What follows belongs to an exercise in optimizing a design on an open flow for small area, a short achievable clock period and few clock cycles per item; a production flow would make more cautious choices.
RTL that was checked went through simulation tests only; none was proved equivalent to the original.
Only the layout flow was run in run 3; the RTL was not checked for function there.

## config.mk

```make
export PLATFORM = sky130hd
export DESIGN_NAME = sub_bytes_engine
export DESIGN_NICKNAME = sub_bytes_engine
export VERILOG_FILES = /design/flow/design.v
export SDC_FILE = /design/flow/constraint.sdc
export NUM_CORES = 4
export LEC_CHECK = 0
export CAP_MARGIN = 20
export CORE_MARGIN = 2
export CORE_UTILIZATION = 40
export SETUP_SLACK_MARGIN = 3.9
export SLEW_MARGIN = 20
export SYNTH_HIERARCHICAL = 1
export SYNTH_MINIMUM_KEEP_SIZE = 0
```

## constraint.sdc

```tcl
create_clock -name core_clock -period 7.5 [get_ports {clk}]
set_input_delay 1.5000 -clock core_clock [delete_from_list [all_inputs] [get_ports {clk}]]
set_output_delay 1.5000 -clock core_clock [all_outputs]
set_load 0.01 [all_outputs]
```

## design.v

```verilog
module sub_bytes_engine #(
   parameter int WORD_BYTES = 16,
   parameter int LANES      = 1,
   parameter int INVERSE_EN = 1
) (
   input  logic                    clk,
   input  logic                    rst_n,
   input  logic                    in_valid,
   output logic                    in_ready,
   input  logic [8*WORD_BYTES-1:0] in_data,
   input  logic                    in_inv,
   output logic                    out_valid,
   input  logic                    out_ready,
   output logic [8*WORD_BYTES-1:0] out_data,
   output logic                    busy
);
   logic                    v1_q, v2_q;
   logic                    inv1_q, inv2_q;
   logic                    in_inv_e;
   logic                    en;
   logic [8*WORD_BYTES-1:0] s1_d, s1_q;
   logic [8*WORD_BYTES-1:0] s2_d, s2_q;
   assign in_inv_e = in_inv & (INVERSE_EN != 0);
   for (genvar i = 0; i < WORD_BYTES; i++) begin : g_byte
      sb_s01 u_s01 (.si(in_data[8*i +: 8]), .inv(in_inv_e), .so(s1_d[8*i +: 8]));
      sb_s14 u_s14 (.si(s1_q[8*i +: 8]), .inv(1'b0), .so(s2_d[8*i +: 8]));
      sb_s45 u_s45 (.si(s2_q[8*i +: 8]), .inv(inv2_q), .so(out_data[8*i +: 8]));
   end
   assign en        = ~v2_q | out_ready;
   sb_ready u_ready (.full(v2_q), .taken(out_ready), .ready(in_ready));
   assign out_valid = v2_q;
   assign busy      = v1_q | v2_q;
   always_ff @(posedge clk or negedge rst_n) begin
      if (!rst_n) begin
         v1_q <= 1'b0;
         v2_q <= 1'b0;
      end else if (en) begin
         v1_q <= in_valid;
         v2_q <= v1_q;
      end
   end
   always_ff @(posedge clk) begin
      if (en) begin
         inv1_q <= in_inv_e;
         s1_q   <= s1_d;
         inv2_q <= inv1_q;
         s2_q   <= s2_d;
      end
   end
endmodule
module sb_ready(input logic full, input logic taken, output logic ready);
   assign ready = ~full | taken;
endmodule
module sb_s01(si, inv, so);
  input [7:0] si;
  wire [7:0] si;
  input inv;
  wire inv;
  output [7:0] so;
  wire [7:0] so;
  wire _00_;
  wire _01_;
  wire _02_;
  wire _03_;
  wire _04_;
  wire _05_;
  wire _06_;
  wire _07_;
  wire _08_;
  wire _09_;
  wire _10_;
  wire _11_;
  wire _12_;
  wire _13_;
  wire _14_;
  wire _15_;
  wire _16_;
  wire _17_;
  wire _18_;
  wire _19_;
  wire _20_;
  wire _21_;
  wire _22_;
  wire _23_;
  wire _24_;
  c_xor2_1 _25_ (
    .A(si[6]),
    .B(si[4]),
    .X(_00_)
  );
  c_xor2_1 _26_ (
    .A(si[7]),
    .B(_00_),
    .X(_01_)
  );
  c_xnor2_1 _27_ (
    .A(si[0]),
    .B(si[6]),
    .Y(_02_)
  );
  c_xnor2_1 _28_ (
    .A(si[1]),
    .B(_02_),
    .Y(_03_)
  );
  c_xor2_1 _29_ (
    .A(si[3]),
    .B(_03_),
    .X(_04_)
  );
  c_or2_2 _30_ (
    .A(inv),
    .B(_04_),
    .X(_05_)
  );
  c_xor2_1 _31_ (
    .A(_01_),
    .B(_05_),
    .X(so[6])
  );
  c_clkinv_1 _32_ (
    .A(si[4]),
    .Y(_06_)
  );
  c_nand2_1 _33_ (
    .A(_06_),
    .B(inv),
    .Y(_07_)
  );
  c_o21ai_0 _34_ (
    .A1(inv),
    .A2(si[2]),
    .B1(_07_),
    .Y(_08_)
  );
  c_clkinv_1 _35_ (
    .A(inv),
    .Y(_09_)
  );
  c_xor2_1 _36_ (
    .A(si[5]),
    .B(_03_),
    .X(_10_)
  );
  c_o21ai_0 _37_ (
    .A1(_09_),
    .A2(_10_),
    .B1(_05_),
    .Y(_11_)
  );
  c_xor2_1 _38_ (
    .A(_08_),
    .B(_11_),
    .X(so[5])
  );
  c_xnor2_1 _39_ (
    .A(si[2]),
    .B(si[5]),
    .Y(_12_)
  );
  c_xnor2_1 _40_ (
    .A(si[7]),
    .B(_12_),
    .Y(_13_)
  );
  c_nand2_1 _41_ (
    .A(_09_),
    .B(si[0]),
    .Y(_14_)
  );
  c_o21ai_0 _42_ (
    .A1(_09_),
    .A2(_13_),
    .B1(_14_),
    .Y(so[7])
  );
  c_xnor2_1 _43_ (
    .A(si[5]),
    .B(_02_),
    .Y(_15_)
  );
  c_nand2_1 _44_ (
    .A(_15_),
    .B(_09_),
    .Y(_16_)
  );
  c_xor2_1 _45_ (
    .A(si[0]),
    .B(si[3]),
    .X(_17_)
  );
  c_a21oi_1 _46_ (
    .A1(_17_),
    .A2(_06_),
    .B1(_09_),
    .Y(_18_)
  );
  c_o21ai_0 _47_ (
    .A1(_06_),
    .A2(_17_),
    .B1(_18_),
    .Y(_19_)
  );
  c_nand2_1 _48_ (
    .A(_16_),
    .B(_19_),
    .Y(so[4])
  );
  c_o21ai_0 _49_ (
    .A1(_09_),
    .A2(_03_),
    .B1(_16_),
    .Y(_20_)
  );
  c_xor2_1 _50_ (
    .A(si[4]),
    .B(_20_),
    .X(so[3])
  );
  c_xor2_1 _51_ (
    .A(si[7]),
    .B(_08_),
    .X(_21_)
  );
  c_nand2_1 _52_ (
    .A(_10_),
    .B(_09_),
    .Y(_22_)
  );
  c_xor2_1 _53_ (
    .A(_21_),
    .B(_22_),
    .X(so[2])
  );
  c_o21ai_0 _54_ (
    .A1(si[7]),
    .A2(_15_),
    .B1(_09_),
    .Y(_23_)
  );
  c_a21oi_1 _55_ (
    .A1(si[7]),
    .A2(_15_),
    .B1(_23_),
    .Y(_24_)
  );
  c_o21bai_1 _56_ (
    .A1(_09_),
    .A2(_04_),
    .B1_N(_24_),
    .Y(so[1])
  );
  c_o21ai_0 _57_ (
    .A1(_09_),
    .A2(_00_),
    .B1(_22_),
    .Y(so[0])
  );
endmodule
module sb_s14(si, inv, so);
  input [7:0] si;
  wire [7:0] si;
  input inv;
  wire inv;
  output [7:0] so;
  wire [7:0] so;
  wire _000_;
  wire _001_;
  wire _002_;
  wire _003_;
  wire _004_;
  wire _005_;
  wire _006_;
  wire _007_;
  wire _008_;
  wire _009_;
  wire _010_;
  wire _011_;
  wire _012_;
  wire _013_;
  wire _014_;
  wire _015_;
  wire _016_;
  wire _017_;
  wire _018_;
  wire _019_;
  wire _020_;
  wire _021_;
  wire _022_;
  wire _023_;
  wire _024_;
  wire _025_;
  wire _026_;
  wire _027_;
  wire _028_;
  wire _029_;
  wire _030_;
  wire _031_;
  wire _032_;
  wire _033_;
  wire _034_;
  wire _035_;
  wire _036_;
  wire _037_;
  wire _038_;
  wire _039_;
  wire _040_;
  wire _041_;
  wire _042_;
  wire _043_;
  wire _044_;
  wire _045_;
  wire _046_;
  wire _047_;
  wire _048_;
  wire _049_;
  wire _050_;
  wire _051_;
  wire _052_;
  wire _053_;
  wire _054_;
  wire _055_;
  wire _056_;
  wire _057_;
  wire _058_;
  wire _059_;
  wire _060_;
  wire _061_;
  wire _062_;
  wire _063_;
  wire _064_;
  wire _065_;
  wire _066_;
  wire _067_;
  wire _068_;
  wire _069_;
  wire _070_;
  wire _071_;
  wire _072_;
  wire _073_;
  wire _074_;
  wire _075_;
  wire _076_;
  wire _077_;
  wire _078_;
  wire _079_;
  wire _080_;
  wire _081_;
  wire _082_;
  wire _083_;
  wire _084_;
  wire _085_;
  wire _086_;
  wire _087_;
  wire _088_;
  wire _089_;
  wire _090_;
  wire _091_;
  wire _092_;
  wire _093_;
  wire _094_;
  wire _095_;
  wire _096_;
  wire _097_;
  wire _098_;
  wire _099_;
  wire _100_;
  wire _101_;
  wire _102_;
  wire _103_;
  wire _104_;
  wire _105_;
  wire _106_;
  c_clkinv_1 _107_ (
    .A(si[2]),
    .Y(_025_)
  );
  c_xor2_1 _108_ (
    .A(si[1]),
    .B(si[3]),
    .X(_026_)
  );
  c_xor2_1 _109_ (
    .A(si[5]),
    .B(si[7]),
    .X(_027_)
  );
  c_nand2_1 _110_ (
    .A(_026_),
    .B(_027_),
    .Y(_028_)
  );
  c_xor2_1 _111_ (
    .A(si[0]),
    .B(si[2]),
    .X(_029_)
  );
  c_xor2_1 _112_ (
    .A(si[4]),
    .B(si[6]),
    .X(_030_)
  );
  c_nand2_1 _113_ (
    .A(_029_),
    .B(_030_),
    .Y(_031_)
  );
  c_xnor2_1 _114_ (
    .A(_028_),
    .B(_031_),
    .Y(_032_)
  );
  c_xnor2_1 _115_ (
    .A(si[4]),
    .B(si[0]),
    .Y(_033_)
  );
  c_clkinv_1 _116_ (
    .A(si[7]),
    .Y(_034_)
  );
  c_clkinv_1 _117_ (
    .A(si[6]),
    .Y(_035_)
  );
  c_clkinv_1 _118_ (
    .A(si[3]),
    .Y(_036_)
  );
  c_nor2_1 _119_ (
    .A(_035_),
    .B(_036_),
    .Y(_037_)
  );
  c_nor2_1 _120_ (
    .A(si[6]),
    .B(si[2]),
    .Y(_038_)
  );
  c_o22ai_1 _121_ (
    .A1(_034_),
    .A2(_025_),
    .B1(_038_),
    .B2(_037_),
    .Y(_039_)
  );
  c_o31ai_1 _122_ (
    .A1(_034_),
    .A2(_025_),
    .A3(_037_),
    .B1(_039_),
    .Y(_040_)
  );
  c_xor2_1 _123_ (
    .A(_033_),
    .B(_040_),
    .X(_041_)
  );
  c_xor2_1 _124_ (
    .A(_032_),
    .B(_041_),
    .X(_042_)
  );
  c_nand2_1 _125_ (
    .A(si[6]),
    .B(si[2]),
    .Y(_043_)
  );
  c_nor2_1 _126_ (
    .A(si[7]),
    .B(si[3]),
    .Y(_044_)
  );
  c_xor2_1 _127_ (
    .A(si[2]),
    .B(si[3]),
    .X(_045_)
  );
  c_xor2_1 _128_ (
    .A(si[6]),
    .B(si[7]),
    .X(_046_)
  );
  c_nand3_1 _129_ (
    .A(_045_),
    .B(_046_),
    .C(_043_),
    .Y(_047_)
  );
  c_o21ai_0 _130_ (
    .A1(_043_),
    .A2(_044_),
    .B1(_047_),
    .Y(_048_)
  );
  c_nor2_1 _131_ (
    .A(si[1]),
    .B(si[5]),
    .Y(_049_)
  );
  c_nand2_1 _132_ (
    .A(si[1]),
    .B(si[5]),
    .Y(_050_)
  );
  c_clkinv_1 _133_ (
    .A(_050_),
    .Y(_051_)
  );
  c_nor2_1 _134_ (
    .A(_049_),
    .B(_051_),
    .Y(_052_)
  );
  c_nor2_1 _135_ (
    .A(_034_),
    .B(_036_),
    .Y(_053_)
  );
  c_nor2_1 _136_ (
    .A(_044_),
    .B(_053_),
    .Y(_054_)
  );
  c_xnor2_1 _137_ (
    .A(_052_),
    .B(_054_),
    .Y(_055_)
  );
  c_xor2_1 _138_ (
    .A(_048_),
    .B(_055_),
    .X(_056_)
  );
  c_xor2_1 _139_ (
    .A(_026_),
    .B(_029_),
    .X(_057_)
  );
  c_xor2_1 _140_ (
    .A(_027_),
    .B(_030_),
    .X(_058_)
  );
  c_nand2_1 _141_ (
    .A(_057_),
    .B(_058_),
    .Y(_059_)
  );
  c_xor2_1 _142_ (
    .A(_028_),
    .B(_059_),
    .X(_060_)
  );
  c_xnor2_1 _143_ (
    .A(_056_),
    .B(_060_),
    .Y(_061_)
  );
  c_clkinv_1 _144_ (
    .A(_061_),
    .Y(_062_)
  );
  c_nor2_1 _145_ (
    .A(_042_),
    .B(_062_),
    .Y(_063_)
  );
  c_clkinv_1 _146_ (
    .A(_063_),
    .Y(_064_)
  );
  c_xor2_1 _147_ (
    .A(si[0]),
    .B(si[1]),
    .X(_065_)
  );
  c_xor2_1 _148_ (
    .A(si[4]),
    .B(si[5]),
    .X(_066_)
  );
  c_nand2_1 _149_ (
    .A(_065_),
    .B(_066_),
    .Y(_067_)
  );
  c_xor2_1 _150_ (
    .A(_051_),
    .B(_067_),
    .X(_068_)
  );
  c_xnor2_1 _151_ (
    .A(_068_),
    .B(_032_),
    .Y(_069_)
  );
  c_xor2_1 _152_ (
    .A(_052_),
    .B(_069_),
    .X(_070_)
  );
  c_nand2_1 _153_ (
    .A(_062_),
    .B(_042_),
    .Y(_071_)
  );
  c_nand3_1 _154_ (
    .A(_064_),
    .B(_070_),
    .C(_071_),
    .Y(_072_)
  );
  c_nor2_1 _155_ (
    .A(si[4]),
    .B(si[1]),
    .Y(_073_)
  );
  c_nor2_1 _156_ (
    .A(si[0]),
    .B(si[5]),
    .Y(_074_)
  );
  c_nor3_1 _157_ (
    .A(_073_),
    .B(_074_),
    .C(_051_),
    .Y(_075_)
  );
  c_a21oi_1 _158_ (
    .A1(_073_),
    .A2(_074_),
    .B1(_075_),
    .Y(_076_)
  );
  c_xor2_1 _159_ (
    .A(_076_),
    .B(_060_),
    .X(_077_)
  );
  c_clkinv_1 _160_ (
    .A(_070_),
    .Y(_078_)
  );
  c_nor2_1 _161_ (
    .A(_077_),
    .B(_078_),
    .Y(_079_)
  );
  c_clkinv_1 _162_ (
    .A(_079_),
    .Y(_080_)
  );
  c_nand3_1 _163_ (
    .A(_062_),
    .B(_078_),
    .C(_077_),
    .Y(_081_)
  );
  c_nand3_1 _164_ (
    .A(_072_),
    .B(_080_),
    .C(_081_),
    .Y(_082_)
  );
  c_nor2_1 _165_ (
    .A(_025_),
    .B(_082_),
    .Y(_083_)
  );
  c_nand2_1 _166_ (
    .A(_070_),
    .B(_042_),
    .Y(_084_)
  );
  c_nand2_1 _167_ (
    .A(_061_),
    .B(_077_),
    .Y(_085_)
  );
  c_xnor2_1 _168_ (
    .A(_084_),
    .B(_085_),
    .Y(_086_)
  );
  c_o21ai_0 _169_ (
    .A1(_070_),
    .A2(_042_),
    .B1(_086_),
    .Y(_087_)
  );
  c_nand2_1 _170_ (
    .A(_078_),
    .B(_077_),
    .Y(_088_)
  );
  c_nand2_1 _171_ (
    .A(_087_),
    .B(_088_),
    .Y(_089_)
  );
  c_nand4_1 _172_ (
    .A(_089_),
    .B(_080_),
    .C(_072_),
    .D(_081_),
    .Y(_090_)
  );
  c_nand3_1 _173_ (
    .A(_090_),
    .B(_045_),
    .C(_080_),
    .Y(_091_)
  );
  c_xnor2_1 _174_ (
    .A(_083_),
    .B(_091_),
    .Y(_092_)
  );
  c_clkinv_1 _175_ (
    .A(_071_),
    .Y(_093_)
  );
  c_o21ai_0 _176_ (
    .A1(_093_),
    .A2(_087_),
    .B1(_064_),
    .Y(_094_)
  );
  c_nand2_1 _177_ (
    .A(_089_),
    .B(_080_),
    .Y(_095_)
  );
  c_xnor2_1 _178_ (
    .A(_094_),
    .B(_095_),
    .Y(_096_)
  );
  c_nand2_1 _179_ (
    .A(_096_),
    .B(_026_),
    .Y(_097_)
  );
  c_nor2_1 _180_ (
    .A(_077_),
    .B(_064_),
    .Y(_098_)
  );
  c_nor2_1 _181_ (
    .A(_093_),
    .B(_098_),
    .Y(_099_)
  );
  c_nand3_1 _182_ (
    .A(_086_),
    .B(_042_),
    .C(_061_),
    .Y(_100_)
  );
  c_nand2_1 _183_ (
    .A(_099_),
    .B(_100_),
    .Y(_101_)
  );
  c_xor2_1 _184_ (
    .A(_082_),
    .B(_101_),
    .X(_102_)
  );
  c_xor2_1 _185_ (
    .A(_102_),
    .B(_096_),
    .X(_103_)
  );
  c_nand2_1 _186_ (
    .A(_103_),
    .B(_057_),
    .Y(_104_)
  );
  c_xor2_1 _187_ (
    .A(_097_),
    .B(_104_),
    .X(_105_)
  );
  c_xor2_1 _188_ (
    .A(_092_),
    .B(_105_),
    .X(so[6])
  );
  c_clkinv_1 _189_ (
    .A(_101_),
    .Y(_106_)
  );
  c_nand2_1 _190_ (
    .A(_106_),
    .B(si[0]),
    .Y(_000_)
  );
  c_nand2_1 _191_ (
    .A(_106_),
    .B(_094_),
    .Y(_001_)
  );
  c_nand3_1 _192_ (
    .A(_001_),
    .B(_065_),
    .C(_071_),
    .Y(_002_)
  );
  c_xor2_1 _193_ (
    .A(_000_),
    .B(_002_),
    .X(_003_)
  );
  c_xor2_1 _194_ (
    .A(_003_),
    .B(_105_),
    .X(so[4])
  );
  c_nor2_1 _195_ (
    .A(_035_),
    .B(_082_),
    .Y(_004_)
  );
  c_nand3_1 _196_ (
    .A(_090_),
    .B(_046_),
    .C(_080_),
    .Y(_005_)
  );
  c_xnor2_1 _197_ (
    .A(_004_),
    .B(_005_),
    .Y(_006_)
  );
  c_nand2_1 _198_ (
    .A(_096_),
    .B(_027_),
    .Y(_007_)
  );
  c_nand2_1 _199_ (
    .A(_103_),
    .B(_058_),
    .Y(_008_)
  );
  c_xor2_1 _200_ (
    .A(_007_),
    .B(_008_),
    .X(_009_)
  );
  c_xor2_1 _201_ (
    .A(_006_),
    .B(_009_),
    .X(so[2])
  );
  c_nand2_1 _202_ (
    .A(_106_),
    .B(si[4]),
    .Y(_010_)
  );
  c_nand3_1 _203_ (
    .A(_001_),
    .B(_066_),
    .C(_071_),
    .Y(_011_)
  );
  c_xor2_1 _204_ (
    .A(_010_),
    .B(_011_),
    .X(_012_)
  );
  c_xor2_1 _205_ (
    .A(_012_),
    .B(_009_),
    .X(so[0])
  );
  c_nor2_1 _206_ (
    .A(_034_),
    .B(_095_),
    .Y(_013_)
  );
  c_xnor2_1 _207_ (
    .A(_013_),
    .B(_005_),
    .Y(_014_)
  );
  c_nand2_1 _208_ (
    .A(_102_),
    .B(_030_),
    .Y(_015_)
  );
  c_xor2_1 _209_ (
    .A(_015_),
    .B(_007_),
    .X(_016_)
  );
  c_xor2_1 _210_ (
    .A(_014_),
    .B(_016_),
    .X(so[3])
  );
  c_nand2_1 _211_ (
    .A(_094_),
    .B(si[5]),
    .Y(_017_)
  );
  c_xor2_1 _212_ (
    .A(_017_),
    .B(_011_),
    .X(_018_)
  );
  c_xor2_1 _213_ (
    .A(_018_),
    .B(_016_),
    .X(so[1])
  );
  c_nor2_1 _214_ (
    .A(_036_),
    .B(_095_),
    .Y(_019_)
  );
  c_xnor2_1 _215_ (
    .A(_019_),
    .B(_091_),
    .Y(_020_)
  );
  c_nand2_1 _216_ (
    .A(_102_),
    .B(_029_),
    .Y(_021_)
  );
  c_xor2_1 _217_ (
    .A(_021_),
    .B(_097_),
    .X(_022_)
  );
  c_xor2_1 _218_ (
    .A(_020_),
    .B(_022_),
    .X(so[7])
  );
  c_nand2_1 _219_ (
    .A(_094_),
    .B(si[1]),
    .Y(_023_)
  );
  c_xor2_1 _220_ (
    .A(_023_),
    .B(_002_),
    .X(_024_)
  );
  c_xor2_1 _221_ (
    .A(_024_),
    .B(_022_),
    .X(so[5])
  );
endmodule
module sb_s45(si, inv, so);
  input [7:0] si;
  wire [7:0] si;
  input inv;
  wire inv;
  output [7:0] so;
  wire [7:0] so;
  wire _00_;
  wire _01_;
  wire _02_;
  wire _03_;
  wire _04_;
  wire _05_;
  wire _06_;
  wire _07_;
  wire _08_;
  wire _09_;
  wire _10_;
  wire _11_;
  wire _12_;
  wire _13_;
  wire _14_;
  wire _15_;
  wire _16_;
  wire _17_;
  wire _18_;
  wire _19_;
  wire _20_;
  wire _21_;
  wire _22_;
  wire _23_;
  wire _24_;
  wire _25_;
  wire _26_;
  wire _27_;
  wire _28_;
  wire _29_;
  wire _30_;
  wire _31_;
  wire _32_;
  wire _33_;
  c_xor2_1 _34_ (
    .A(si[2]),
    .B(si[6]),
    .X(_00_)
  );
  c_or2_2 _35_ (
    .A(si[3]),
    .B(si[5]),
    .X(_01_)
  );
  c_nand2_1 _36_ (
    .A(si[3]),
    .B(si[5]),
    .Y(_02_)
  );
  c_nand2_1 _37_ (
    .A(_01_),
    .B(_02_),
    .Y(_03_)
  );
  c_xor2_1 _38_ (
    .A(si[0]),
    .B(si[4]),
    .X(_04_)
  );
  c_clkinv_1 _39_ (
    .A(inv),
    .Y(_05_)
  );
  c_a21oi_1 _40_ (
    .A1(_04_),
    .A2(_03_),
    .B1(_05_),
    .Y(_06_)
  );
  c_o21ai_0 _41_ (
    .A1(_03_),
    .A2(_04_),
    .B1(_06_),
    .Y(_07_)
  );
  c_xor2_1 _42_ (
    .A(_00_),
    .B(_07_),
    .X(so[6])
  );
  c_clkinv_1 _43_ (
    .A(_03_),
    .Y(_08_)
  );
  c_xor2_1 _44_ (
    .A(si[0]),
    .B(si[6]),
    .X(_09_)
  );
  c_xor2_1 _45_ (
    .A(si[2]),
    .B(_09_),
    .X(_10_)
  );
  c_xnor2_1 _46_ (
    .A(si[7]),
    .B(_10_),
    .Y(_11_)
  );
  c_nand2_1 _47_ (
    .A(_11_),
    .B(inv),
    .Y(_12_)
  );
  c_xor2_1 _48_ (
    .A(_08_),
    .B(_12_),
    .X(so[5])
  );
  c_nand2_1 _49_ (
    .A(_10_),
    .B(_05_),
    .Y(_13_)
  );
  c_xor2_1 _50_ (
    .A(si[3]),
    .B(si[4]),
    .X(_14_)
  );
  c_nand2_1 _51_ (
    .A(_14_),
    .B(inv),
    .Y(_15_)
  );
  c_nand2_1 _52_ (
    .A(_13_),
    .B(_15_),
    .Y(so[4])
  );
  c_xor2_1 _53_ (
    .A(si[4]),
    .B(si[1]),
    .X(_16_)
  );
  c_clkinv_1 _54_ (
    .A(_16_),
    .Y(_17_)
  );
  c_nand2_1 _55_ (
    .A(_09_),
    .B(_05_),
    .Y(_18_)
  );
  c_o21ai_0 _56_ (
    .A1(_05_),
    .A2(_17_),
    .B1(_18_),
    .Y(so[7])
  );
  c_xnor2_1 _57_ (
    .A(si[4]),
    .B(si[7]),
    .Y(_19_)
  );
  c_nand2_1 _58_ (
    .A(_05_),
    .B(si[2]),
    .Y(_20_)
  );
  c_o21ai_0 _59_ (
    .A1(_05_),
    .A2(_19_),
    .B1(_20_),
    .Y(_21_)
  );
  c_xnor2_1 _60_ (
    .A(si[3]),
    .B(si[1]),
    .Y(_22_)
  );
  c_xnor2_1 _61_ (
    .A(_22_),
    .B(_09_),
    .Y(_23_)
  );
  c_xor2_1 _62_ (
    .A(_21_),
    .B(_23_),
    .X(so[3])
  );
  c_clkinv_1 _63_ (
    .A(si[2]),
    .Y(_24_)
  );
  c_nor2_1 _64_ (
    .A(_24_),
    .B(_16_),
    .Y(_25_)
  );
  c_nor2_1 _65_ (
    .A(si[2]),
    .B(_17_),
    .Y(_26_)
  );
  c_xnor2_1 _66_ (
    .A(si[6]),
    .B(si[7]),
    .Y(_27_)
  );
  c_a21oi_1 _67_ (
    .A1(_08_),
    .A2(_27_),
    .B1(inv),
    .Y(_28_)
  );
  c_o21ai_0 _68_ (
    .A1(_08_),
    .A2(_27_),
    .B1(_28_),
    .Y(_29_)
  );
  c_o31ai_1 _69_ (
    .A1(_05_),
    .A2(_25_),
    .A3(_26_),
    .B1(_29_),
    .Y(_30_)
  );
  c_xnor2_1 _70_ (
    .A(si[0]),
    .B(_30_),
    .Y(so[2])
  );
  c_nor2_1 _71_ (
    .A(inv),
    .B(si[1]),
    .Y(_31_)
  );
  c_xor2_1 _72_ (
    .A(_31_),
    .B(_04_),
    .X(so[1])
  );
  c_xor2_1 _73_ (
    .A(si[1]),
    .B(_14_),
    .X(_32_)
  );
  c_nand2_1 _74_ (
    .A(inv),
    .B(si[7]),
    .Y(_33_)
  );
  c_o21ai_0 _75_ (
    .A1(inv),
    .A2(_32_),
    .B1(_33_),
    .Y(so[0])
  );
endmodule
module c_a21oi_1(input logic A1, input logic A2, input logic B1, output logic Y);
   assign Y = (~A1&~B1) | (~A2&~B1);
endmodule
module c_clkinv_1(input logic A, output logic Y);
   assign Y = (~A);
endmodule
module c_nand2_1(input logic A, input logic B, output logic Y);
   assign Y = (~A) | (~B);
endmodule
module c_nand3_1(input logic A, input logic B, input logic C, output logic Y);
   assign Y = (~A) | (~B) | (~C);
endmodule
module c_nand4_1(input logic A, input logic B, input logic C, input logic D, output logic Y);
   assign Y = (~A) | (~B) | (~C) | (~D);
endmodule
module c_nor2_1(input logic A, input logic B, output logic Y);
   assign Y = (~A&~B);
endmodule
module c_nor3_1(input logic A, input logic B, input logic C, output logic Y);
   assign Y = (~A&~B&~C);
endmodule
module c_o21ai_0(input logic A1, input logic A2, input logic B1, output logic Y);
   assign Y = (~A1&~A2) | (~B1);
endmodule
module c_o21bai_1(input logic A1, input logic A2, input logic B1_N, output logic Y);
   assign Y = (~A1&~A2) | (B1_N);
endmodule
module c_o22ai_1(input logic A1, input logic A2, input logic B1, input logic B2, output logic Y);
   assign Y = (~B1&~B2) | (~A1&~A2);
endmodule
module c_o31ai_1(input logic A1, input logic A2, input logic A3, input logic B1, output logic Y);
   assign Y = (~A1&~A2&~A3) | (~B1);
endmodule
module c_or2_2(input logic A, input logic B, output logic X);
   assign X = (A) | (B);
endmodule
module c_xnor2_1(input logic A, input logic B, output logic Y);
   assign Y = (~A&~B) | (A&B);
endmodule
module c_xor2_1(input logic A, input logic B, output logic X);
   assign X = (A&~B) | (~A&B);
endmodule
```

## flow/run.sh

```bash
#!/bin/bash
# The standard layout, with the port buffers made from sky130_fd_sc_hd__buf_2 instead of
# the buffer that buffer_ports picks by default (a slow delay cell).
set -euo pipefail
export BUFFER_PORTS_ARGS="-buffer_cell sky130_fd_sc_hd__buf_2"
bash standard.sh finish > standard_finish.log 2>&1
```

## standard.sh

```bash
#!/bin/bash
# synth_recipe.tcl (not shown) runs the flow's synth.tcl, then flattens the netlist and writes it again
# the make line also repeats each setting of config.mk as NAME=value (left out here)
make -C /OpenROAD-flow-scripts/flow DESIGN_CONFIG=/design/flow/config.mk WORK_HOME=/design/flow/orfs CLKGATE_MAP_FILE= SYNTH_SCRIPT=/design/flow/synth_recipe.tcl "${@:-finish}"
```

==> metrics.yaml, run 1 <==
critical_path:
  rrSetupSlack_ns: 3.97
  critPathTopFamily: "buffers and inverters"
  r2r-start: "s1_q[77]"
  cp-startpoint: "inv2_q"
  start_kind: "register"
  cp.arrival_ns: 2.08
  critPathBufInv: 5
  cp_slowest_cell: "edfxtp_1"
  crit_fanout: 7
  reg2reg_depth: 15
  r2r_end: "s2_q[72]"
  crit_top_cell: "buf_12"
  critical_path_class: "reg2out"
  cp_cell_sequence: "buf_12 -> buf_12 -> buf_16 -> buf_4 -> nor2_2 -> xor2_1 -> buf_2"
  critPathRequiredTime_ns: 6.00
  setup.worst_path.end_class: "output port"
  cp_slowest_stage_delay_ns: 0.45
floorplan:
  die_h_um: 264
  rows: 95
  io_pins: 264
  dieArea_sq_um: 69600
  start_util_pct: 40.3
  core_sq_um: 66900
  die_w_um: 264
cells_and_area:
  final_common_cell: "xor2_1"
  multiInputGateArea_sq_um: 20600
  fin_nets: 4036
  area_growth_pct: 31.5
  final_cell_mix: "xor2_1, nand2_1, nor2_1"
  num-fill-cells: 5991
  regArea_sq_um: 7800
  drive_gt1_share_pct: 27.9
timing:
  grt_setup_unrepaired: "true"
  period_share_pct: 47.8
  worstMarginPinSlew_ns: 0.971
  finalClockSkew_ns: 0.0195
  relSlewSlack_pct: 35.3
  setup-violations-final: 0
  hold_viol_final: 0
  fmax_mhz: 279
  maxSlewViolCount: 0
  layout_min_cycle_time_ns: 3.58
  fin_tns_setup_ns: 0
grt:
  gr-total-overflow: 0
  grt_max_degree: 169
  antenna_found_initial: 6
  grt_usage_pct: 16.3
  grt_pass1_vias: 20600
  grt_first_pass_wirelength_um: 96100
placement:
  dp.final_hpwl_um: 44100
  port_buffers: 263
  gp_congestion: 0.904
clock_network:
  ctsHoldBuffers: 0
  htreeDepth: 2
  path_clk_slew_ns: 0.05
  clock_path_buffers: 3
  cts.sinks: 260
  worstSkewPairLatency_ns: 0.55
  numCtsBuffers: 34
  cts_tree: "built"
  cts-root-buf: "clkbuf_16"
route:
  first_pass_iters: 5
  wl_um: 65000
  wl_met1_um: 28400
  drt_iter0_drc: 1017
  drcViolationCount: 0
  drtAntennaViolNets: 0
  route.vias.total: 22700
  dr_wl_met3_um: 2610
  vias_per_cell: 4.73
  wl_met2_um: 32400
  highest_layer: "met5"
  avgRoutedWirePerCell_um: 13.5
yosys:
  synth_area_sq_um: 27000
  syn_avg_cell_area_sq_um: 8.16
  synth_warnings: 7
  netlist_instances: 3305
  synth_fp_nets: 3438
min_path:
  worstHoldPathType: "reg2reg"
  hold_path_end: "inv2_q"
  min_from: "inv1_q"
  hold_depth: 0
job:
  drv_cap: 0
outcome:
  status: "timing/DRC/antenna clean"
-- worst reg2reg max path: cells and delay by family, from the launching register on --
kind                      cells  cell delay (ns)
AOI/OAI and AO/OA             1             0.11
DFF                           1             0.52
xor gates and xnor gates      9             2.09
and+or+nand+nor               5             0.57
-- layout make-up --
cell class,count,area share [%]
sequential,260,22.0
clock buffer,39,2.45
inverter,272,3.03
tap,873,3.08
multi-input combinational,2773,57.9
clock inverter,22,0.575
timing repair buffer,562,10.9
antenna,3,0.0212
-- registers in the layout, summed over array words and instances, names as in the netlist --
register  count
s1_q        128
s2_q        128
inv1_q        1
inv2_q        1
v1_q          1
v2_q          1
-- per-layer routing --
layer,GRT usage [%],up-vias
met2,28.1,394
met4,4.45,8
li1,-,11700
met3,2.54,105
met5,0,-
met1,21.2,10500
-- through the flow --
step / hold slack [ns] / utilization (%) / cell area (sq um) / worst slack [ns] / std cells
after floorplan: 0.400 / - / 27000 / 2.79 / 3305
after global placement: 0.401 / 44.0 / 29400 / 3.80 / 4446
after detailed placement: 0.406 / 44.0 / 29400 / 3.77 / 4446
after CTS: 0.419 / 47.1 / 31500 / 3.82 / 4554
after global routing: 0.443 / 53.0 / 35500 / 3.78 / 4802
final: 0.423 / 53.0 / 35500 / 3.92 / 4804
-- worst max path at each step --
stage / to / slack (ns) / depth (start not counted)
CTS: out_data[97] / 3.82 / 6
global placement: s2_q[114] / 3.80 / 14
global route: out_data[21] / 3.78 / 6
finish: out_data[97] / 3.92 / 7
floorplan: out_data[106] / 2.79 / 3
detailed placement: s2_q[112] / 3.77 / 14
-- timing repair --
action                     in CTS  in global routing
setup endpoints to repair     152                194
setup buffers                  43                243
pin swaps                      26                201
resized for setup              78                330
cloned                          4                  4
Testbench counts, summed over its fixed seeds: cycles 1,616, items 1,600.
==> run 2: changes to the inputs <==
--- a/config.mk
+++ b/config.mk
@@ -8,7 +8,7 @@
 export CAP_MARGIN = 20
 export CORE_MARGIN = 2
 export CORE_UTILIZATION = 40
-export SETUP_SLACK_MARGIN = 3.9
+export SETUP_SLACK_MARGIN = 3.7
 export SLEW_MARGIN = 20
 export SYNTH_HIERARCHICAL = 1
 export SYNTH_MINIMUM_KEEP_SIZE = 0
==> metrics.yaml, run 2 <==
timing:
  period_share_pct: 49.7  # +1.9 points
  relSlewSlack_pct: 13.2  # -22 points
  layout_setup_ws_ns: 3.77  # -0.145 ns
  hold_slack_ns: 0.422  # -0.000976 ns
  fin_tns_setup_ns: 0  # unchanged
  fmax_mhz: 268  # -3.9%
  setup-violations-final: 0  # unchanged
  grt_setup_unrepaired: "true"
  worstMarginPinSlew_ns: 1.30  # +0.331 ns
  maxSlewViolCount: 0  # unchanged
  hold_viol_final: 0  # unchanged
  layout_min_cycle_time_ns: 3.73  # +0.145 ns
  finalClockSkew_ns: 0.0174  # -0.00206 ns
placement:
  place_area_sq_um: 29400  # unchanged
  port_buffers: 263  # unchanged
  gp_congestion: 0.904  # unchanged
  pre_cts_ws_ns: 3.77  # unchanged
  dp.final_hpwl_um: 44100  # unchanged
yosys:
  synth_area_sq_um: 27000  # unchanged
  netlist_instances: 3305  # unchanged
  syn_avg_cell_area_sq_um: 8.16  # unchanged
  synth_warnings: 7  # unchanged
  synth_fp_nets: 3438  # unchanged
cells_and_area:
  area_growth_pct: 19.1
  drive_gt1_share_pct: 17.8  # -10 points
  final_cell_mix: "xor2_1, nand2_1, nor2_1"
  reg.largest.list: "s1_q (128), s2_q (128)"
  fin_nets: 3791  # -6.1%
  final_common_cell: "xor2_1"
  design_area_sq_um: 32100  # -9.4%
critical_path:
  critical_path_class: "reg2out"
  r2r_end: "s2_q[92]"
  start_kind: "register"
  cp_slowest_cell: "edfxtp_1"
  crit_fanout: 20  # +13
  cp.arrival_ns: 2.23  # +0.15 ns
  rrSetupSlack_ns: 3.90  # -0.07 ns
  r2r-start: "s1_q[93]"
  reg2reg_depth: 15  # unchanged
  critPathRequiredTime_ns: 6.00  # about the same
  critPathTopFamily: "buffers and inverters"
  setup.worst_path.end_class: "output port"
  cp_cell_sequence: "buf_4 -> buf_12 -> buf_16 -> clkinvlp_4 -> nand2_1 -> o21ai_2 -> xor2_1 -> buf_2"
  cp-startpoint: "inv2_q"
  cp_slowest_stage_delay_ns: 0.38  # -0.07 ns
  critPathBufInv: 5  # unchanged
grt:
  gr-total-overflow: 0  # unchanged
  grt_first_pass_wirelength_um: 93100  # -3.1%
  antenna_found_initial: 8  # +2
  grt_usage_pct: 15.7  # -0.59 points
  grt_max_degree: 169  # unchanged
  grt_pass1_vias: 20200  # -2.2%
floorplan:
  core_sq_um: 66900  # unchanged
  io_pins: 264  # unchanged
  start_util_pct: 40.3  # unchanged
  rows: 95  # unchanged
  dieArea_sq_um: 69600  # unchanged
  die_w_um: 264  # unchanged
  die_h_um: 264  # unchanged
route:
  drcViolationCount: 0  # unchanged
  wl_um: 57900  # -11%
  first_pass_iters: 5  # unchanged
  drt_iter0_drc: 924  # -9.1%
  route.vias.total: 21300  # -6.1%
  vias_per_cell: 4.68  # -1.0%
  avgRoutedWirePerCell_um: 12.7  # -6.2%
  drtAntennaViolNets: 0  # unchanged
min_path:
  worstHoldPathType: "reg2reg"
  hold_depth: 0  # unchanged
  hold_path_end: "inv2_q"
  min_from: "inv1_q"
clock_network:
  cts.sinks: 260  # unchanged
  numCtsBuffers: 34  # unchanged
  cts-root-buf: "clkbuf_16"
  cts_tree: "built"
  worstSkewPairLatency_ns: 0.55  # about the same
  clock_path_buffers: 3  # unchanged
  path_clk_slew_ns: 0.05  # about the same
  htreeDepth: 2  # unchanged
job:
  drv_cap: 0  # unchanged
outcome:
  status: "timing/DRC/antenna clean"
[run 2: worst max-delay path by stage]
stage	to	slack, ns	cells past startpoint
4_1_cts	out_data[59]	3.73	5
5_1_grt	s2_q[30]	3.63	15
3_3_place_gp	s2_q[114]	3.80	14
3_5_place_dp	s2_q[112]	3.77	14
6_report	out_data[83]	3.77	8
2_1_floorplan	out_data[106]	2.79	3
[run 2: cell type report]
class | instances | area, sq um
antenna | 4 | 10.0
multi-input combinational | 2773 | 19300
sequential | 260 | 7800
clock inverter | 22 | 204
timing repair buffer | 317 | 1830
clock buffer | 39 | 870
inverter | 272 | 1030
tap | 873 | 1090
fill | 6337 | 34800
[run 2: routing by layer]
metal | share of wire (%) | up-vias | GRT usage (%)
li1 | - | 11300 | -
met1 | 46 | 9632 | 20.6
met3 | 4.3 | 77 | 2.53
met2 | 48 | 339 | 26.8
met4 | 2.0 | 8 | 4.32
met5 | 0.097 | - | 0
[run 2: timing repair]
item,CTS,global route
cloned,0,3
setup buffers,0,46
endpoints found under the setup margin,43,147
hold buffers,0,0
gates resized for setup,6,163
pin swaps,0,19
[run 2: worst reg2reg max path: stages, from the launching register on]
cell	delay, ns
edfxtp_1	0.49
xor2_1	0.29
xor2_1	0.23
nand2_1	0.14
xor2_2	0.25
xor2_2	0.26
nand2_1	0.10
xnor2_1	0.21
o21ai_1	0.13
nand2_1	0.12
nand2_1	0.10
xnor2_1	0.31
xor2_1	0.22
nand2_1	0.09
xor2_1	0.28
xor2_1	0.12
[run 2: stage by stage]
stage | cells | util, %
after floorplan | 3305 | -
after global placement | 4446 | 44.0
after detailed placement | 4446 | 44.0
after CTS | 4507 | 45.6
after global routing | 4559 | 48.0
final | 4560 | 48.0
==> run 3: changes to the inputs <==
--- a/design.v
+++ b/design.v
@@ -989,233 +989,194 @@
   wire _23_;
   wire _24_;
   wire _25_;
-  wire _26_;
-  wire _27_;
-  wire _28_;
-  wire _29_;
-  wire _30_;
-  wire _31_;
-  wire _32_;
-  wire _33_;
-  c_xor2_1 _34_ (
-    .A(si[2]),
-    .B(si[6]),
-    .X(_00_)
-  );
-  c_or2_2 _35_ (
-    .A(si[3]),
-    .B(si[5]),
-    .X(_01_)
-  );
-  c_nand2_1 _36_ (
+  c_xor2_1 _26_ (
     .A(si[3]),
     .B(si[5]),
-    .Y(_02_)
-  );
-  c_nand2_1 _37_ (
-    .A(_01_),
-    .B(_02_),
-    .Y(_03_)
+    .X(_00_)
   );
-  c_xor2_1 _38_ (
+  c_xnor2_1 _27_ (
     .A(si[0]),
     .B(si[4]),
-    .X(_04_)
+    .Y(_01_)
   );
-  c_clkinv_1 _39_ (
+  c_clkinv_1 _28_ (
     .A(inv),
-    .Y(_05_)
+    .Y(_02_)
   );
-  c_a21oi_1 _40_ (
-    .A1(_04_),
-    .A2(_03_),
-    .B1(_05_),
-    .Y(_06_)
-  );
-  c_o21ai_0 _41_ (
-    .A1(_03_),
-    .A2(_04_),
-    .B1(_06_),
-    .Y(_07_)
+  c_a21oi_1 _29_ (
+    .A1(_00_),
+    .A2(_01_),
+    .B1(_02_),
+    .Y(_03_)
   );
-  c_xor2_1 _42_ (
-    .A(_00_),
-    .B(_07_),
-    .X(so[6])
+  c_o21ai_0 _30_ (
+    .A1(_00_),
+    .A2(_01_),
+    .B1(_03_),
+    .Y(_04_)
   );
-  c_clkinv_1 _43_ (
-    .A(_03_),
-    .Y(_08_)
+  c_xor2_1 _31_ (
+    .A(si[2]),
+    .B(_04_),
+    .X(_05_)
   );
-  c_xor2_1 _44_ (
+  c_xor2_1 _32_ (
+    .A(si[6]),
+    .B(_05_),
+    .X(so[6])
+  );
+  c_xor2_1 _33_ (
     .A(si[0]),
     .B(si[6]),
-    .X(_09_)
+    .X(_06_)
   );
-  c_xor2_1 _45_ (
+  c_xnor2_1 _34_ (
     .A(si[2]),
-    .B(_09_),
-    .X(_10_)
+    .B(_06_),
+    .Y(_07_)
   );
-  c_xnor2_1 _46_ (
-    .A(si[7]),
-    .B(_10_),
-    .Y(_11_)
+  c_a21oi_1 _35_ (
+    .A1(_07_),
+    .A2(si[7]),
+    .B1(_02_),
+    .Y(_08_)
   );
-  c_nand2_1 _47_ (
-    .A(_11_),
-    .B(inv),
-    .Y(_12_)
+  c_o21ai_0 _36_ (
+    .A1(si[7]),
+    .A2(_07_),
+    .B1(_08_),
+    .Y(_09_)
   );
-  c_xor2_1 _48_ (
-    .A(_08_),
-    .B(_12_),
+  c_xor2_1 _37_ (
+    .A(_00_),
+    .B(_09_),
     .X(so[5])
   );
-  c_nand2_1 _49_ (
-    .A(_10_),
-    .B(_05_),
-    .Y(_13_)
-  );
-  c_xor2_1 _50_ (
+  c_xor2_1 _38_ (
     .A(si[3]),
     .B(si[4]),
-    .X(_14_)
+    .X(_10_)
   );
-  c_nand2_1 _51_ (
-    .A(_14_),
+  c_nand2_1 _39_ (
+    .A(_10_),
     .B(inv),
-    .Y(_15_)
+    .Y(_11_)
   );
-  c_nand2_1 _52_ (
-    .A(_13_),
-    .B(_15_),
+  c_o21ai_0 _40_ (
+    .A1(inv),
+    .A2(_07_),
+    .B1(_11_),
     .Y(so[4])
   );
-  c_xor2_1 _53_ (
+  c_xnor2_1 _41_ (
     .A(si[4]),
     .B(si[1]),
-    .X(_16_)
-  );
-  c_clkinv_1 _54_ (
-    .A(_16_),
-    .Y(_17_)
+    .Y(_12_)
   );
-  c_nand2_1 _55_ (
-    .A(_09_),
-    .B(_05_),
-    .Y(_18_)
+  c_nand2_1 _42_ (
+    .A(_06_),
+    .B(_02_),
+    .Y(_13_)
   );
-  c_o21ai_0 _56_ (
-    .A1(_05_),
-    .A2(_17_),
-    .B1(_18_),
+  c_o21ai_0 _43_ (
+    .A1(_02_),
+    .A2(_12_),
+    .B1(_13_),
     .Y(so[7])
   );
-  c_xnor2_1 _57_ (
-    .A(si[4]),
-    .B(si[7]),
-    .Y(_19_)
+  c_xnor2_1 _44_ (
+    .A(si[7]),
+    .B(_06_),
+    .Y(_14_)
   );
-  c_nand2_1 _58_ (
-    .A(_05_),
-    .B(si[2]),
-    .Y(_20_)
+  c_nand2_1 _45_ (
+    .A(_14_),
+    .B(inv),
+    .Y(_15_)
   );
-  c_o21ai_0 _59_ (
-    .A1(_05_),
-    .A2(_19_),
-    .B1(_20_),
-    .Y(_21_)
+  c_o21ai_0 _46_ (
+    .A1(si[3]),
+    .A2(inv),
+    .B1(_15_),
+    .Y(_16_)
   );
-  c_xnor2_1 _60_ (
-    .A(si[3]),
-    .B(si[1]),
-    .Y(_22_)
+  c_clkinv_1 _47_ (
+    .A(si[1]),
+    .Y(_17_)
   );
-  c_xnor2_1 _61_ (
-    .A(_22_),
-    .B(_09_),
-    .Y(_23_)
+  c_xor2_1 _48_ (
+    .A(_17_),
+    .B(so[4]),
+    .X(_18_)
   );
-  c_xor2_1 _62_ (
-    .A(_21_),
-    .B(_23_),
+  c_xor2_1 _49_ (
+    .A(_16_),
+    .B(_18_),
     .X(so[3])
   );
-  c_clkinv_1 _63_ (
-    .A(si[2]),
-    .Y(_24_)
-  );
-  c_nor2_1 _64_ (
-    .A(_24_),
-    .B(_16_),
-    .Y(_25_)
-  );
-  c_nor2_1 _65_ (
-    .A(si[2]),
-    .B(_17_),
-    .Y(_26_)
-  );
-  c_xnor2_1 _66_ (
-    .A(si[6]),
-    .B(si[7]),
-    .Y(_27_)
-  );
-  c_a21oi_1 _67_ (
-    .A1(_08_),
-    .A2(_27_),
+  c_o21ai_0 _50_ (
+    .A1(si[1]),
+    .A2(_05_),
     .B1(inv),
-    .Y(_28_)
+    .Y(_19_)
   );
-  c_o21ai_0 _68_ (
-    .A1(_08_),
-    .A2(_27_),
-    .B1(_28_),
-    .Y(_29_)
-  );
-  c_o31ai_1 _69_ (
-    .A1(_05_),
-    .A2(_25_),
-    .A3(_26_),
-    .B1(_29_),
-    .Y(_30_)
+  c_a21oi_1 _51_ (
+    .A1(si[1]),
+    .A2(_05_),
+    .B1(_19_),
+    .Y(_20_)
   );
-  c_xnor2_1 _70_ (
-    .A(si[0]),
-    .B(_30_),
-    .Y(so[2])
+  c_o21bai_1 _52_ (
+    .A1(inv),
+    .A2(_14_),
+    .B1_N(_20_),
+    .Y(_21_)
   );
-  c_nor2_1 _71_ (
-    .A(inv),
-    .B(si[1]),
-    .Y(_31_)
+  c_xor2_1 _53_ (
+    .A(_00_),
+    .B(_21_),
+    .X(so[2])
   );
-  c_xor2_1 _72_ (
-    .A(_31_),
-    .B(_04_),
+  c_nand2_1 _54_ (
+    .A(_02_),
+    .B(_17_),
+    .Y(_22_)
+  );
+  c_xor2_1 _55_ (
+    .A(_22_),
+    .B(_01_),
     .X(so[1])
   );
-  c_xor2_1 _73_ (
-    .A(si[1]),
-    .B(_14_),
-    .X(_32_)
+  c_nor2_1 _56_ (
+    .A(si[7]),
+    .B(_02_),
+    .Y(_23_)
   );
-  c_nand2_1 _74_ (
-    .A(inv),
-    .B(si[7]),
-    .Y(_33_)
+  c_nor3_1 _57_ (
+    .A(si[3]),
+    .B(inv),
+    .C(_12_),
+    .Y(_24_)
   );
-  c_o21ai_0 _75_ (
-    .A1(inv),
-    .A2(_32_),
-    .B1(_33_),
+  c_and3_2 _58_ (
+    .A(_12_),
+    .B(si[3]),
+    .C(_02_),
+    .X(_25_)
+  );
+  c_nor3_1 _59_ (
+    .A(_23_),
+    .B(_24_),
+    .C(_25_),
     .Y(so[0])
   );
 endmodule
 module c_a21oi_1(input logic A1, input logic A2, input logic B1, output logic Y);
    assign Y = (~A1&~B1) | (~A2&~B1);
 endmodule
+module c_and3_2(input logic A, input logic B, input logic C, output logic X);
+   assign X = (A&B&C);
+endmodule
 module c_clkinv_1(input logic A, output logic Y);
    assign Y = (~A);
 endmodule
==> metrics.yaml, run 3 <==
critical_path:
  critPathTopFamily: "buffers and inverters"
  cp_slowest_cell: "edfxtp_1"
  start_kind: "register"
  critical_path_class: "reg2out"
  setup.worst_path.end_class: "output port"
  cp_slowest_stage_delay_ns: 0.48  # +0.10 ns
  critPathBufInv: 5  # unchanged
  crit_fanout: 7  # -65%
  critPathRequiredTime_ns: 6.00  # about the same
  cp_cell_sequence: "buf_12 -> buf_16 -> clkinvlp_4 -> a21oi_2 -> o21ai_2 -> xor2_1 -> buf_4 -> a21oi_2 -> o21bai_4 -> xor2_1 -> buf_2"
  cp.arrival_ns: 2.64  # +0.41 ns
cells_and_area:
  final_cell_mix: "xor2_1, nand2_1, nor2_1"
  drive_gt1_share_pct: 24.6  # +6.8 points
  reg.largest.list: "s1_q (128), s2_q (128)"
  design_area_sq_um: 33600  # +4.5%
  final_common_cell: "xor2_1"
  final_util_pct: 51.2  # +3.1 points
  area_growth_pct: 26.8
  fin_nets: 3781  # -0.26%
  num-fill-cells: 6068  # -4.2%
clock_network:
  numCtsBuffers: 34  # unchanged
  worstSkewPairLatency_ns: 0.55  # about the same
  ctsHoldBuffers: 0  # unchanged
  clock_path_buffers: 3  # unchanged
  htreeDepth: 2  # unchanged
  cts-root-buf: "clkbuf_16"
  path_clk_slew_ns: 0.05  # about the same
  cts.sinks: 260  # unchanged
  cts_tree: "built"
timing:
  fmax_mhz: 242  # -10%
  hold_viol_final: 0  # unchanged
  layout_min_cycle_time_ns: 4.14  # +0.413 ns
  maxSlewViolCount: 0  # unchanged
  grt_setup_unrepaired: "true"
  relSlewSlack_pct: 38.1  # +25 points
  period_share_pct: 55.2  # +5.5 points
  worstMarginPinSlew_ns: 0.928  # -0.374 ns
  setup-violations-final: 0  # unchanged
  finalClockSkew_ns: 0.0183  # +0.000936 ns
  fin_tns_setup_ns: 0  # unchanged
route:
  avgRoutedWirePerCell_um: 14.1  # +11%
  wl_um: 63800  # +10%
  drcViolationCount: 0  # unchanged
  route.vias.total: 21800  # +2.0%
  vias_per_cell: 4.79  # +2.5%
  drtAntennaViolNets: 0  # unchanged
  drt_iter0_drc: 1059  # +15%
  first_pass_iters: 5  # unchanged
floorplan:
  die_w_um: 261  # -0.92%
  core_sq_um: 65600  # -1.9%
  rows: 94  # -1.1%
  io_pins: 264  # unchanged
  dieArea_sq_um: 68300  # -1.8%
  die_h_um: 261  # -0.92%
  start_util_pct: 40.4  # about the same
grt:
  grt_first_pass_wirelength_um: 98300  # +5.5%
  grt_pass1_vias: 20200  # +0.16%
  antenna_found_initial: 10  # +2
  grt_max_degree: 73  # -57%
  gr-total-overflow: 0  # unchanged
  grt_usage_pct: 17.5  # +1.8 points
yosys:
  syn_avg_cell_area_sq_um: 8.34  # +2.1%
  synth_fp_nets: 3310  # -3.7%
  netlist_instances: 3177  # -3.9%
  synth_warnings: 7  # unchanged
  synth_area_sq_um: 26500  # -1.9%
placement:
  port_buffers: 263  # unchanged
  gp_congestion: 0.892  # -1.4%
  dp.final_hpwl_um: 45500  # +3.1%
  place_area_sq_um: 28900  # -1.7%
outcome:
  status: "timing/DRC/antenna clean"
job:
  drv_cap: 0  # unchanged
min_path:
  worstHoldPathType: "reg2reg"
-- run 3: changes by cell type in the layout (fill, tap and decap cells not counted), sizes merged, moves of 32 or more --
cell / delta
buf: +118
nor2: -32
nor3: +32
nand2: -80
xnor2: -32
inv: -45
-- run 3: repair_timing --
| action | in CTS | in global routing |
|---|---|---|
| resized for setup | 102 | 230 |
| cloned | 9 | 0 |
| pin swaps | 42 | 61 |
| setup buffers | 70 | 85 |
| setup endpoints to repair | 71 | 183 |
-- run 3: path summary, 6_finish.rpt --
kind	endpoint	depth (start not counted)	start	slack, ns
worst max-delay path	out_data[2]	11	inv2_q	3.36
worst min-delay path	inv2_q	0	inv1_q	0.42
worst max register to register	s2_q[50]	15	s1_q[50]	3.86
worst min register to register	inv2_q	0	inv1_q	0.42
max in group asynchronous	v1_q	1	rst_n	6.66
min in group asynchronous	v2_q	1	rst_n	0.74
-- run 3: worst register-to-register path, stage by stage, from the launching register on --
cell,delay [ns]
edfxtp_1,0.50
xor2_2,0.27
xor2_1,0.28
nand2_1,0.15
xor2_2,0.28
xor2_2,0.26
nand2_1,0.10
xnor2_1,0.20
o21ai_1,0.13
nand2_1,0.12
nand2_1,0.14
xnor2_2,0.24
xor2_1,0.21
nand2_1,0.12
xor2_2,0.21
xor2_1,0.18
-- run 3: per-layer routing --
layer	part of all wire [%]	GRT usage (%)	up-vias
met5	0.10	0	-
met4	2.5	4.69	10
met3	4.0	2.75	110
met2	48	29.6	370
met1	45	23.4	10100
li1	-	-	11200
-- run 3: cell type report --
| type | instances | area, sq um | share of cell area (%) |
|---|---|---|---|
| diodes | 5 | 12.5 | 0.0373 |
| clock buffers | 42 | 881 | 2.62 |
| inverters | 240 | 957 | 2.85 |
| well taps | 864 | 1080 | 3.22 |
| flip-flops and latches | 260 | 7800 | 23.2 |
| multi-input cells | 2677 | 19600 | 58.4 |
| repair buffers | 435 | 3050 | 9.07 |
| clock inverters | 17 | 211 | 0.630 |
-- run 3: metrics by stage --
step	worst slack, ns	std cells	hold WS [ns]
2_1_floorplan	1.85	3177	0.400
3_3_place_gp	3.30	4312	0.407
3_5_place_dp	3.30	4312	0.406
4_1_cts	3.39	4450	0.419
5_1_grt	3.27	4539	0.442
6_report	3.36	4540	0.421

[re-timing with driven ports]
The results above use ideal ports. As a check the final layouts listed here were re-extracted and re-timed, cells and wires unchanged.
Step 1 assumes that a clkbuf_16 drives the clock port and a buf_2 every other input.
Step 2 also shifts input and output timing later by t, the mid clock arrival at the registers, as if the neighbouring blocks saw the same clock.
Slacks: ideal ports / drivers / drivers and shift; pairs: ideal ports / drivers.
run | shift t [ns] | setup slack, ns | worst slew at a driven data input, ns
run 1 | 0.599 | 3.918 / 3.859 / 3.966 | 0.08
run 2 | 0.600 | 3.773 / 3.711 / 3.903 | 0.08
run 3 | 0.586 | 3.360 / 3.307 / 3.864 | 0.09
After both steps every run listed still meets setup and hold.
